Source: an optimization exercise on an open RTL-to-GDS flow (aim: small area and a short achievable clock period). Production flows keep margins and buffers that such runs may drop. The RTL was checked by simulation tests, not by an equivalence proof against the original design. Power figures rest on the tool's default switching activity, not on a simulated workload.

==> flow/design.v <==
package dbg_pkg;
	typedef logic [7:0] sample_t;
	typedef logic [31:0] count_t;
	typedef logic [3:0] ir_t;
	typedef enum logic [3:0] {
		TEST_LOGIC_RESET,
		RUN_TEST_IDLE,
		SELECT_DR,
		CAPTURE_DR,
		SHIFT_DR,
		EXIT1_DR,
		PAUSE_DR,
		EXIT2_DR,
		UPDATE_DR,
		SELECT_IR,
		CAPTURE_IR,
		SHIFT_IR,
		EXIT1_IR,
		PAUSE_IR,
		EXIT2_IR,
		UPDATE_IR
	} tap_state_t;
	localparam ir_t IR_IDCODE   = 4'h1;
	localparam ir_t IR_CTRL     = 4'h2;
	localparam ir_t IR_STATUS   = 4'h3;
	localparam ir_t IR_MEM_ADDR = 4'h4;
	localparam ir_t IR_MEM_DATA = 4'h5;
	localparam ir_t IR_BYPASS   = 4'hF;
	localparam logic [31:0] IDCODE_VAL = 32'h1DB9_0A5F;
	localparam int CTRL_W   = 8;
	localparam int STATUS_W = 65;
	localparam int DR_MAX_W = 65;
endpackage
`timescale 1ns/1ns
`default_nettype none
module jtag_tap (
	input wire logic clk,
	input wire logic reset_i,
	input wire logic tck_i,
	input wire logic tms_i,
	input wire logic tdi_i,
	output logic tdo_o,
	output dbg_pkg::ir_t ir_o,
	output logic capture_dr_o,
	output logic update_dr_o,
	output logic [dbg_pkg::DR_MAX_W-1:0] dr_shift_o,
	input wire logic [dbg_pkg::DR_MAX_W-1:0] dr_capture_i
);
	localparam int DRW = dbg_pkg::DR_MAX_W;
	localparam int CNT_W = $clog2(DRW + 1);
	logic [1:0] tck_sync_q;
	logic [1:0] tms_sync_q;
	logic [1:0] tdi_sync_q;
	logic tck_prev_q;
	logic tck_rise;
	logic tck_fall;
	dbg_pkg::tap_state_t state_q;
	dbg_pkg::tap_state_t state_d;
	dbg_pkg::ir_t ir_sr;
	logic [DRW-1:0] dr_sr;
	logic [CNT_W-1:0] shift_cnt_q;
	logic bypass_q;
	logic is_bypass;
	always_ff @(posedge clk) begin
		if (reset_i) begin
			tck_sync_q <= '0;
			tms_sync_q <= '1;
			tdi_sync_q <= '0;
			tck_prev_q <= 1'b0;
		end else begin
			tck_sync_q <= {tck_sync_q[0], tck_i};
			tms_sync_q <= {tms_sync_q[0], tms_i};
			tdi_sync_q <= {tdi_sync_q[0], tdi_i};
			tck_prev_q <= tck_sync_q[1];
		end
	end
	assign tck_rise = tck_sync_q[1] & ~tck_prev_q;
	assign tck_fall = ~tck_sync_q[1] & tck_prev_q;
	always_comb begin
		case (state_q)
			dbg_pkg::TEST_LOGIC_RESET:
				state_d = tms_sync_q[1] ? dbg_pkg::TEST_LOGIC_RESET : dbg_pkg::RUN_TEST_IDLE;
			dbg_pkg::RUN_TEST_IDLE:
				state_d = tms_sync_q[1] ? dbg_pkg::SELECT_DR : dbg_pkg::RUN_TEST_IDLE;
			dbg_pkg::SELECT_DR:
				state_d = tms_sync_q[1] ? dbg_pkg::SELECT_IR : dbg_pkg::CAPTURE_DR;
			dbg_pkg::CAPTURE_DR, dbg_pkg::SHIFT_DR:
				state_d = tms_sync_q[1] ? dbg_pkg::EXIT1_DR : dbg_pkg::SHIFT_DR;
			dbg_pkg::EXIT1_DR:
				state_d = tms_sync_q[1] ? dbg_pkg::UPDATE_DR : dbg_pkg::PAUSE_DR;
			dbg_pkg::PAUSE_DR:
				state_d = tms_sync_q[1] ? dbg_pkg::EXIT2_DR : dbg_pkg::PAUSE_DR;
			dbg_pkg::EXIT2_DR:
				state_d = tms_sync_q[1] ? dbg_pkg::UPDATE_DR : dbg_pkg::SHIFT_DR;
			dbg_pkg::SELECT_IR:
				state_d = tms_sync_q[1] ? dbg_pkg::TEST_LOGIC_RESET : dbg_pkg::CAPTURE_IR;
			dbg_pkg::CAPTURE_IR, dbg_pkg::SHIFT_IR:
				state_d = tms_sync_q[1] ? dbg_pkg::EXIT1_IR : dbg_pkg::SHIFT_IR;
			dbg_pkg::EXIT1_IR:
				state_d = tms_sync_q[1] ? dbg_pkg::UPDATE_IR : dbg_pkg::PAUSE_IR;
			dbg_pkg::PAUSE_IR:
				state_d = tms_sync_q[1] ? dbg_pkg::EXIT2_IR : dbg_pkg::PAUSE_IR;
			dbg_pkg::EXIT2_IR:
				state_d = tms_sync_q[1] ? dbg_pkg::UPDATE_IR : dbg_pkg::SHIFT_IR;
			default:
				state_d = tms_sync_q[1] ? dbg_pkg::SELECT_DR : dbg_pkg::RUN_TEST_IDLE;
		endcase
	end
	assign is_bypass = (ir_o == dbg_pkg::IR_BYPASS);
	always_ff @(posedge clk) begin
		if (reset_i) begin
			state_q <= dbg_pkg::TEST_LOGIC_RESET;
			ir_o <= dbg_pkg::IR_IDCODE;
			shift_cnt_q <= '0;
			bypass_q <= 1'b0;
			tdo_o <= 1'b0;
		end else begin
			if (state_q == dbg_pkg::TEST_LOGIC_RESET)
				ir_o <= dbg_pkg::IR_IDCODE;
			if (tck_rise) begin
				state_q <= state_d;
				case (state_q)
					dbg_pkg::CAPTURE_DR: begin
						shift_cnt_q <= '0;
						bypass_q <= 1'b0;
					end
					dbg_pkg::SHIFT_DR: begin
						bypass_q <= tdi_sync_q[1];
						if (shift_cnt_q != CNT_W'(DRW))
							shift_cnt_q <= shift_cnt_q + 1'b1;
					end
					dbg_pkg::UPDATE_IR: ir_o <= ir_sr;
					default: ;
				endcase
			end
			if (tck_fall) begin
				case (state_q)
					dbg_pkg::SHIFT_IR: tdo_o <= ir_sr[0];
					dbg_pkg::SHIFT_DR: tdo_o <= is_bypass ? bypass_q : dr_sr[0];
					default: tdo_o <= 1'b0;
				endcase
			end
		end
	end
	always_ff @(posedge clk) begin
		if (tck_rise) begin
			case (state_q)
				dbg_pkg::CAPTURE_IR: ir_sr <= 4'b0001;
				dbg_pkg::SHIFT_IR: ir_sr <= {tdi_sync_q[1], ir_sr[3:1]};
				dbg_pkg::CAPTURE_DR: begin
					if (ir_o == dbg_pkg::IR_IDCODE)
						dr_sr <= {{(DRW - 32){1'b0}}, dbg_pkg::IDCODE_VAL};
					else
						dr_sr <= dr_capture_i;
				end
				dbg_pkg::SHIFT_DR: dr_sr <= {tdi_sync_q[1], dr_sr[DRW-1:1]};
				default: ;
			endcase
		end
	end
	assign capture_dr_o = tck_rise && (state_q == dbg_pkg::CAPTURE_DR);
	assign update_dr_o = tck_rise && (state_q == dbg_pkg::UPDATE_DR);
	assign dr_shift_o = dr_sr >> (DRW - shift_cnt_q);
endmodule
`default_nettype wire
`timescale 1ns/1ns
`default_nettype none
module dbg_regfile #(
	parameter int ADDR_W = 6
) (
	input wire logic clk,
	input wire logic reset_i,
	input wire dbg_pkg::ir_t ir_i,
	input wire logic capture_dr_i,
	input wire logic update_dr_i,
	input wire logic [dbg_pkg::DR_MAX_W-1:0] dr_shift_i,
	output logic [dbg_pkg::DR_MAX_W-1:0] dr_capture_o,
	output logic rd_req_o,
	output logic [ADDR_W-1:0] rd_addr_o,
	input wire logic rd_ack_i,
	input wire dbg_pkg::sample_t rd_data_i,
	output logic cap_arm_o,
	output logic prbs_en_o,
	input wire logic cap_done_i,
	input wire dbg_pkg::count_t prbs_correct_i,
	input wire dbg_pkg::count_t prbs_total_i
);
	localparam int SAMPLE_W = 8;
	logic [dbg_pkg::CTRL_W-1:0] ctrl_q;
	logic [dbg_pkg::STATUS_W-1:0] status;
	dbg_pkg::sample_t data_q;
	always_ff @(posedge clk) begin
		if (reset_i) begin
			ctrl_q <= '0;
			cap_arm_o <= 1'b0;
		end else begin
			cap_arm_o <= 1'b0;
			if (update_dr_i && ir_i == dbg_pkg::IR_CTRL) begin
				ctrl_q <= {dr_shift_i[dbg_pkg::CTRL_W-1:1], 1'b0};
				cap_arm_o <= dr_shift_i[0];
			end
		end
	end
	assign prbs_en_o = ctrl_q[1];
	always_ff @(posedge clk) begin
		if (reset_i) begin
			rd_req_o <= 1'b0;
			rd_addr_o <= '0;
		end else begin
			if (rd_ack_i)
				rd_req_o <= 1'b0;
			if (update_dr_i && ir_i == dbg_pkg::IR_MEM_ADDR) begin
				rd_addr_o <= dr_shift_i[ADDR_W-1:0];
				rd_req_o <= 1'b1;
			end
		end
	end
	always_ff @(posedge clk) begin
		if (rd_ack_i)
			data_q <= rd_data_i;
	end
	assign status = {cap_done_i, prbs_correct_i, prbs_total_i};
	always_comb begin
		dr_capture_o = '0;
		case (ir_i)
			dbg_pkg::IR_CTRL: dr_capture_o[dbg_pkg::CTRL_W-1:0] = ctrl_q;
			dbg_pkg::IR_STATUS: dr_capture_o[dbg_pkg::STATUS_W-1:0] = status;
			dbg_pkg::IR_MEM_ADDR: dr_capture_o[ADDR_W-1:0] = rd_addr_o;
			dbg_pkg::IR_MEM_DATA: dr_capture_o[SAMPLE_W-1:0] = data_q;
			default: dr_capture_o = '0;
		endcase
	end
endmodule
`default_nettype wire
`timescale 1ns/1ns
`default_nettype none
module sample_buffer #(
	parameter int ADDR_W = 6
) (
	input wire logic clk,
	input wire logic reset_i,
	input wire logic wr_en_i,
	input wire logic [ADDR_W-1:0] wr_addr_i,
	input wire dbg_pkg::sample_t wr_data_i,
	input wire logic rd_req_i,
	input wire logic [ADDR_W-1:0] rd_addr_i,
	output logic rd_ack_o,
	output dbg_pkg::sample_t rd_data_o
);
	localparam int DEPTH = 2 ** ADDR_W;
	dbg_pkg::sample_t mem [DEPTH];
	logic [ADDR_W-1:0] port_addr;
	logic rd_grant;
	always_comb begin
		rd_grant = 1'b0;
		port_addr = rd_addr_i;
		if (wr_en_i)
			port_addr = wr_addr_i;
		else if (rd_req_i)
			rd_grant = 1'b1;
	end
	always_ff @(posedge clk) begin
		if (wr_en_i)
			mem[port_addr] <= wr_data_i;
	end
	assign rd_data_o = mem[port_addr];
	assign rd_ack_o = rd_grant;
endmodule
`default_nettype wire
`timescale 1ns/1ns
`default_nettype none
module capture_engine #(
	parameter int ADDR_W = 6
) (
	input wire logic clk,
	input wire logic reset_i,
	input wire logic arm_i,
	input wire dbg_pkg::sample_t sample_i,
	input wire logic sample_valid_i,
	output logic wr_en_o,
	output logic [ADDR_W-1:0] wr_addr_o,
	output dbg_pkg::sample_t wr_data_o,
	output logic done_o
);
	logic active_q;
	logic [ADDR_W-1:0] addr_q;
	always_ff @(posedge clk) begin
		if (reset_i) begin
			active_q <= 1'b0;
			addr_q <= '0;
			wr_en_o <= 1'b0;
			done_o <= 1'b0;
		end else begin
			wr_en_o <= 1'b0;
			if (arm_i) begin
				active_q <= 1'b1;
				addr_q <= '0;
				done_o <= 1'b0;
			end else if (active_q && sample_valid_i) begin
				wr_en_o <= 1'b1;
				addr_q <= addr_q + 1'b1;
				if (addr_q == '1) begin
					active_q <= 1'b0;
					done_o <= 1'b1;
				end
			end
		end
	end
	always_ff @(posedge clk) begin
		if (active_q && sample_valid_i) begin
			wr_addr_o <= addr_q;
			wr_data_o <= sample_i;
		end
	end
endmodule
`default_nettype wire
`timescale 1ns/1ns
`default_nettype none
module prbs_checker (
	input wire logic clk,
	input wire logic reset_i,
	input wire logic en_i,
	input wire logic rx_bit_i,
	input wire logic rx_valid_i,
	output dbg_pkg::count_t correct_o,
	output dbg_pkg::count_t total_o
);
	logic [6:0] hist_q;
	logic [2:0] seen_q;
	logic predicted;
	logic primed;
	assign predicted = hist_q[5] ^ hist_q[6];
	assign primed = (seen_q == 3'd7);
	always_ff @(posedge clk) begin
		if (reset_i || !en_i) begin
			hist_q <= '0;
			seen_q <= '0;
			correct_o <= '0;
			total_o <= '0;
		end else if (rx_valid_i) begin
			hist_q <= {hist_q[5:0], rx_bit_i};
			if (primed) begin
				total_o <= total_o + 1'b1;
				if (rx_bit_i == predicted)
					correct_o <= correct_o + 1'b1;
			end else begin
				seen_q <= seen_q + 1'b1;
			end
		end
	end
endmodule
`default_nettype wire
`timescale 1ns/1ns
`default_nettype none
module debug_top #(
	parameter int ADDR_W = 6
) (
	input wire logic clk,
	input wire logic reset_i,
	input wire logic tck_i,
	input wire logic tms_i,
	input wire logic tdi_i,
	output logic tdo_o,
	input wire logic rx_bit_i,
	input wire logic rx_valid_i,
	input wire dbg_pkg::sample_t sample_i,
	input wire logic sample_valid_i
);
	dbg_pkg::ir_t ir;
	logic capture_dr;
	logic update_dr;
	logic [dbg_pkg::DR_MAX_W-1:0] dr_shift;
	logic [dbg_pkg::DR_MAX_W-1:0] dr_capture;
	logic rd_req;
	logic [ADDR_W-1:0] rd_addr;
	logic rd_ack;
	dbg_pkg::sample_t rd_data;
	logic wr_en;
	logic [ADDR_W-1:0] wr_addr;
	dbg_pkg::sample_t wr_data;
	logic cap_arm;
	logic cap_done;
	logic prbs_en;
	dbg_pkg::count_t prbs_correct;
	dbg_pkg::count_t prbs_total;
	jtag_tap u_tap (
		.clk(clk), .reset_i(reset_i),
		.tck_i(tck_i), .tms_i(tms_i), .tdi_i(tdi_i), .tdo_o(tdo_o),
		.ir_o(ir), .capture_dr_o(capture_dr), .update_dr_o(update_dr),
		.dr_shift_o(dr_shift), .dr_capture_i(dr_capture)
	);
	dbg_regfile #(.ADDR_W(ADDR_W)) u_regfile (
		.clk(clk), .reset_i(reset_i),
		.ir_i(ir), .capture_dr_i(capture_dr), .update_dr_i(update_dr),
		.dr_shift_i(dr_shift), .dr_capture_o(dr_capture),
		.rd_req_o(rd_req), .rd_addr_o(rd_addr), .rd_ack_i(rd_ack), .rd_data_i(rd_data),
		.cap_arm_o(cap_arm), .prbs_en_o(prbs_en), .cap_done_i(cap_done),
		.prbs_correct_i(prbs_correct), .prbs_total_i(prbs_total)
	);
	sample_buffer #(.ADDR_W(ADDR_W)) u_buffer (
		.clk(clk), .reset_i(reset_i),
		.wr_en_i(wr_en), .wr_addr_i(wr_addr), .wr_data_i(wr_data),
		.rd_req_i(rd_req), .rd_addr_i(rd_addr), .rd_ack_o(rd_ack), .rd_data_o(rd_data)
	);
	capture_engine #(.ADDR_W(ADDR_W)) u_capture (
		.clk(clk), .reset_i(reset_i), .arm_i(cap_arm),
		.sample_i(sample_i), .sample_valid_i(sample_valid_i),
		.wr_en_o(wr_en), .wr_addr_o(wr_addr), .wr_data_o(wr_data), .done_o(cap_done)
	);
	prbs_checker u_prbs (
		.clk(clk), .reset_i(reset_i), .en_i(prbs_en),
		.rx_bit_i(rx_bit_i), .rx_valid_i(rx_valid_i),
		.correct_o(prbs_correct), .total_o(prbs_total)
	);
endmodule
`default_nettype wire
==> flow/run.sh <==
#!/bin/bash
# synth_recipe.tcl (not shown) runs the flow's synth.tcl, then flattens the netlist and writes it again
# the make line also repeats each setting of config.mk as NAME=value (left out here)
make -C /OpenROAD-flow-scripts/flow DESIGN_CONFIG=/design/flow/config.mk WORK_HOME=/design/flow/orfs CLKGATE_MAP_FILE= SYNTH_SCRIPT=/design/flow/synth_recipe.tcl finish
==> flow/config.mk <==
export PLATFORM = sky130hd
export DESIGN_NAME = debug_top
export DESIGN_NICKNAME = debug_top
export VERILOG_FILES = /design/flow/design.v
export SDC_FILE = /design/flow/constraint.sdc
export NUM_CORES = 4
export LEC_CHECK = 0
export CAP_MARGIN = 20
export CORE_MARGIN = 2
export CORE_UTILIZATION = 40
export SLEW_MARGIN = 20
==> flow/constraint.sdc <==
create_clock -name core_clock -period 6.0 [get_ports {clk}]
set_input_delay 1.2000 -clock core_clock [delete_from_list [all_inputs] [get_ports {clk}]]
set_output_delay 1.2000 -clock core_clock [all_outputs]
set_load 0.01 [all_outputs]
==> impl.org <==
** Outcome
- Outcome :: complete, no violations

** Clock network
- Post-CTS timing repair inserted 0 buffers for setup.
- TritonCTS clock tree :: yes
- Number of H-tree levels :: 3
- Number of buffers inserted during clock tree synthesis :: 73
- CTS clk-pin slew, worst paths :: about 0.070 ns
- Clock latency (worst-skew pair) :: around 0.64 ns
- Resized Gates After CTS :: 0
- After clock tree synthesis, the flow added hold-fix buffers numbering 0.
- Clock Sink Count :: 725
- No sink is reached through more buffers than the 3 on the longest clock path.
- The cell sitting at the root of the clock tree is a sky130_fd_sc_hd__clkbuf_16.

** Global routing
- Global routing used 20.5% of the available tracks.
- The first global-routing pass estimated about 130 mm of wire.
- Entering global routing, the biggest net connects 65 pins.
- Number of antenna violations at the first check in global routing :: 3
- Global routing finished with a remaining overflow of 0.
- The number of global-route vias before repair is between 20000 and 25000.

** Worst hold path
- Along the worst hold path, the cell count comes to 1.
- Endpoint of the worst hold path :: u_tap.tms_sync_q[1]
- The worst hold path belongs to the class register to register.
- Worst hold path startpoint :: u_tap.tms_sync_q[0]

** Pwr
- Summed over all cells, the static leakage comes to roughly 11 nW.
- Post-route total power :: between 0.01 and 0.015 W
- Power density over the cells :: ~280 mW/mm^2
- Worst voltage drop across the vdd grid :: around 0.19 mV

** Floorplan
- IO Pins :: 17
- The floorplan has approximately 100 rows.
- From left edge to right edge, the die measures around 290 um.
- The core region is 0.0789 mm^2.
- Initial core utilization :: 40.4%
- The floorplan step set the die height to between 200 and 300 um.
- The die covers 0.0819 mm^2.

** Routing
- After detailed routing, the number of vias per cell comes to a little over 6.
- For this block, the routed nets add up to about 85 mm of wire.
- For this run, design rule violations remaining after detail routing come to 0.
- The first detailed-routing pass took 6 iterations.
- The detailed router placed 21142 vias in this run.
- Antenna Violating Nets Remaining :: 0
- Iteration-0 DRC count of the detailed router :: around 2600
- Post-detailed-route wirelength per cell :: 24.3 um

** Logic synthesis
- Adder-Cell Fraction of Synth Area :: less than 1%
- Total of flip-flops plus latches after synthesis :: 725
- Number of warnings issued by yosys :: 5
- Of the total synthesized cell area, the portion taken by XOR and XNOR cells is approximately 1.7%.
- Number of enable-type register cells in the synthesized netlist :: 603
- Post-synthesis sequential area ratio :: 64.5%
- Simple-Gate Fraction of Synth Area :: between 10 and 15%
- Ys flop type :: sky130_fd_sc_hd__edfxtp_1
- Count of cell types in the netlist :: 83
- Synthesis handed over a netlist of 2416 instances.
- When the netlist entered floorplanning its net count stood at around 2400.
- Main combinational cell family by area after synthesis :: compound AO/OA/AOI/OAI gates
- Complex-gate fraction of the synthesized area :: a little under an eighth
- Multiplexer share of the synthesized area :: a little over 8%
- Synth Cell Area :: between 0.03 and 0.04 mm^2
- For this run, asynchronously set or reset flops after synthesis account for 0%.
- Syn_area_per_cell :: ~13 um^2

** Setup path
- Cell mode on critical path :: sky130_fd_sc_hd__buf_4
- Max incr delay on CP :: 0.82 ns
- Biggest fanout along the worst timing path :: 27
- Critical path's slowest cell :: sky130_fd_sc_hd__nor4_1
- For the worst flop-to-flop path, the logic depth is 8.
- Required @ worst endpoint :: 6.34 ns
- For the worst setup path, the data arrival time is 4.41 ns.
- The worst register-to-register path begins at u_capture.wr_en_o.
- The worst register-to-register path ends at u_regfile.data_q[4].
- The signal on the critical path passes through mux2_2, buf_4, a21oi_4, buf_4, a22oi_1, a41oi_1, nor4_1, nand4_1.
- Type of element launching the critical path :: register
- Setup slack on the worst reg-to-reg path comes out at 1.93 ns.
- STA classifies the critical path endpoint as a register.
- The setup path with the least slack is of type register to register.

** Timing
- Setup total negative slack on the finished layout was measured at 0 ns.
- Setup repair after global routing left no endpoint under its margin.
- Clk_skew :: 0.0270 ns
- The routed design could run at a clock period as short as 4.07 ns.
- Tightest slew margin relative to the limit :: 19.3%
- Endpoints failing setup :: 0
- Period Utilization, post-route :: between 60% and 70%
- Final hold violation count :: 0
- For this run, the top clock speed supported by timing is between 200 and 250 MHz.
- For the pin with the worst max-slew slack, the measured transition is around 1.2 ns.
- The total count of max-transition violations in the final report came to 0.

** Placed design
- Counting tap cells, the placed design contains a total of ~3400 instances.
- At the end of routability-driven placement, the weighted congestion stood at 0.918.
- DP Wirelength :: 53.7 mm
- # port buffers :: 16

** Layout
- Most frequent cells in the layout :: 603 x sky130_fd_sc_hd__edfxtp_1, 234 x sky130_fd_sc_hd__nand2_1, 195 x sky130_fd_sc_hd__nor2_1, 157 x sky130_fd_sc_hd__a22oi_1, 120 x sky130_fd_sc_hd__dfxtp_1
- Util after Layout :: ~45%
- The library cell used most frequently in the layout, excluding fill and tap cells, is sky130_fd_sc_hd__edfxtp_1.
- 0 antenna diodes ended up in the layout.
- Share of final-layout standard cells stronger than drive strength 1 :: between 10% and 20%
- Area added between synthesis and finish :: 11.5%
- After the last flow step, the layout net total stands at approximately 2400.
- Number of standard cells in the layout, taps in and fillers out :: 3501

** Run
- Maximum Capacitance Violations :: 0
## layout make-up
class | instances | area, um^2
multi-input combinational | 1497 | 10600
fill | 6982 | 43300
timing repair buffer | 65 | 526
sequential | 725 | 20600
clock buffer | 85 | 1910
inverter | 36 | 135
tap | 1050 | 1310
clock inverter | 43 | 485
## kinds of logic after synthesis
logic type / count (synthesis)
buffers and inverters: 194
muxes: 175
and+or+nand+nor: 725
adders and majority gates: 8
xor gates and xnor gates: 61
AOI/OAI and AO/OA: 528
DFF: 725
## how the worst max path moves through the flow
stage | from | slack (ns) | to
6_report | u_capture.wr_en_o | 1.93 | u_regfile.data_q[4]
5_1_grt | u_capture.wr_en_o | 1.90 | u_regfile.data_q[3]
4_1_cts | u_capture.wr_en_o | 2.10 | u_regfile.data_q[4]
3_5_place_dp | rx_valid_i | 1.68 | u_prbs.total_o[29]
3_3_place_gp | rx_valid_i | 1.73 | u_prbs.total_o[29]
2_1_floorplan | u_tap.shift_cnt_q[1] | 2.75 | u_regfile.ctrl_q[3]
## metal layers
layer | vias to the layer above | track usage [%] | part of all wire, %
li1 | 9382 | - | -
met1 | 10694 | 29.2 | 43
met2 | 941 | 31.9 | 46
met3 | 123 | 4.21 | 8.7
met4 | 2 | 5.96 | 2.3
met5 | - | 0 | 0.0094
## where the power goes
group | switching [W] | total [W] | internal, W
registers | 0.00000428 | 0.00538 | 0.00537
clock network | 0.00198 | 0.00459 | 0.00261
logic | 0.0000172 | 0.0000344 | 0.0000172
total | 0.00200 | 0.0100 | 0.00801
## registers in the layout, summed over array words and instances, names as in the netlist, 6 cells and up
name	count
u_buffer.mem	512
u_capture.addr_q	6
u_capture.wr_addr_o	6
u_capture.wr_data_o	8
u_prbs.correct_o	32
u_prbs.hist_q	7
u_prbs.total_o	32
u_regfile.ctrl_q	7
u_regfile.data_q	8
u_regfile.rd_addr_o	6
u_tap.dr_sr	65
u_tap.shift_cnt_q	7
## critical path, delay by kind of cell, from the launching register on
family	cells	cell delay (ns)
mux	1	0.75
flops	1	0.57
buf+inv	2	0.73
simple gates	2	1.00
compound gates	3	0.66
## metrics by stage
step	hold slack [ns]	setup WS, ns	instance area [um^2]
final	0.420	1.93	35500
after CTS	0.423	2.10	35500
after global routing	0.429	1.90	35500
after global placement	0.405	1.73	33100
after floorplan	0.389	2.75	31900
after detailed placement	0.400	1.68	33100
## cell usage after synthesis (all sizes together) (20+ instances only)
cell type  count  share of area (%)
edfxtp       603                 57
nand2        235                2.8
nor2         196                2.3
a22oi        157                3.7
dfxtp        122                7.7
nand3         95                1.5
clkbuf        83               0.98
a21oi         82                1.3
mux2i         82                2.6
buf           75                1.2
mux4          64                4.5
o21ai         63               0.99
inv           36               0.42
nor3          32               0.52
o211ai        31               0.73
xnor2         31               0.85
mux2          29                1.0
xor2          29               0.80
a22o          28               0.77
nand4         28               0.60
a31oi         27               0.53
or3           25               0.52
a221oi        23               0.63
a41oi         20               0.55

[re-timing with driven ports]
No port has a modelled driver above. Below, the same layout with a new extraction and two added sets of constraints. Step 1, drivers: a clkbuf_16 drives clk and a buf_2 each remaining input, both assumed. Step 2 moves the port delays by t, midway between the first and last clock arrival at a register: inputs arrive t later, outputs are due t later. That takes back most of the time a late clock gives input paths. a / b / c = ideal / step 1 / step 2; a / b = the first two.
t, ns: 0.693
slack for setup (ns): 1.931 / 1.931 / 1.622
slew at the worst register clock pin (ns): 0.07 / 0.07
worst slew at a driven data input, ns: 0.04
pins driven straight from the clock port: 1
After both steps this run still meets setup and hold. The setup slack of this run moves by 0.000 ns with the drivers and by -0.309 ns with both steps.
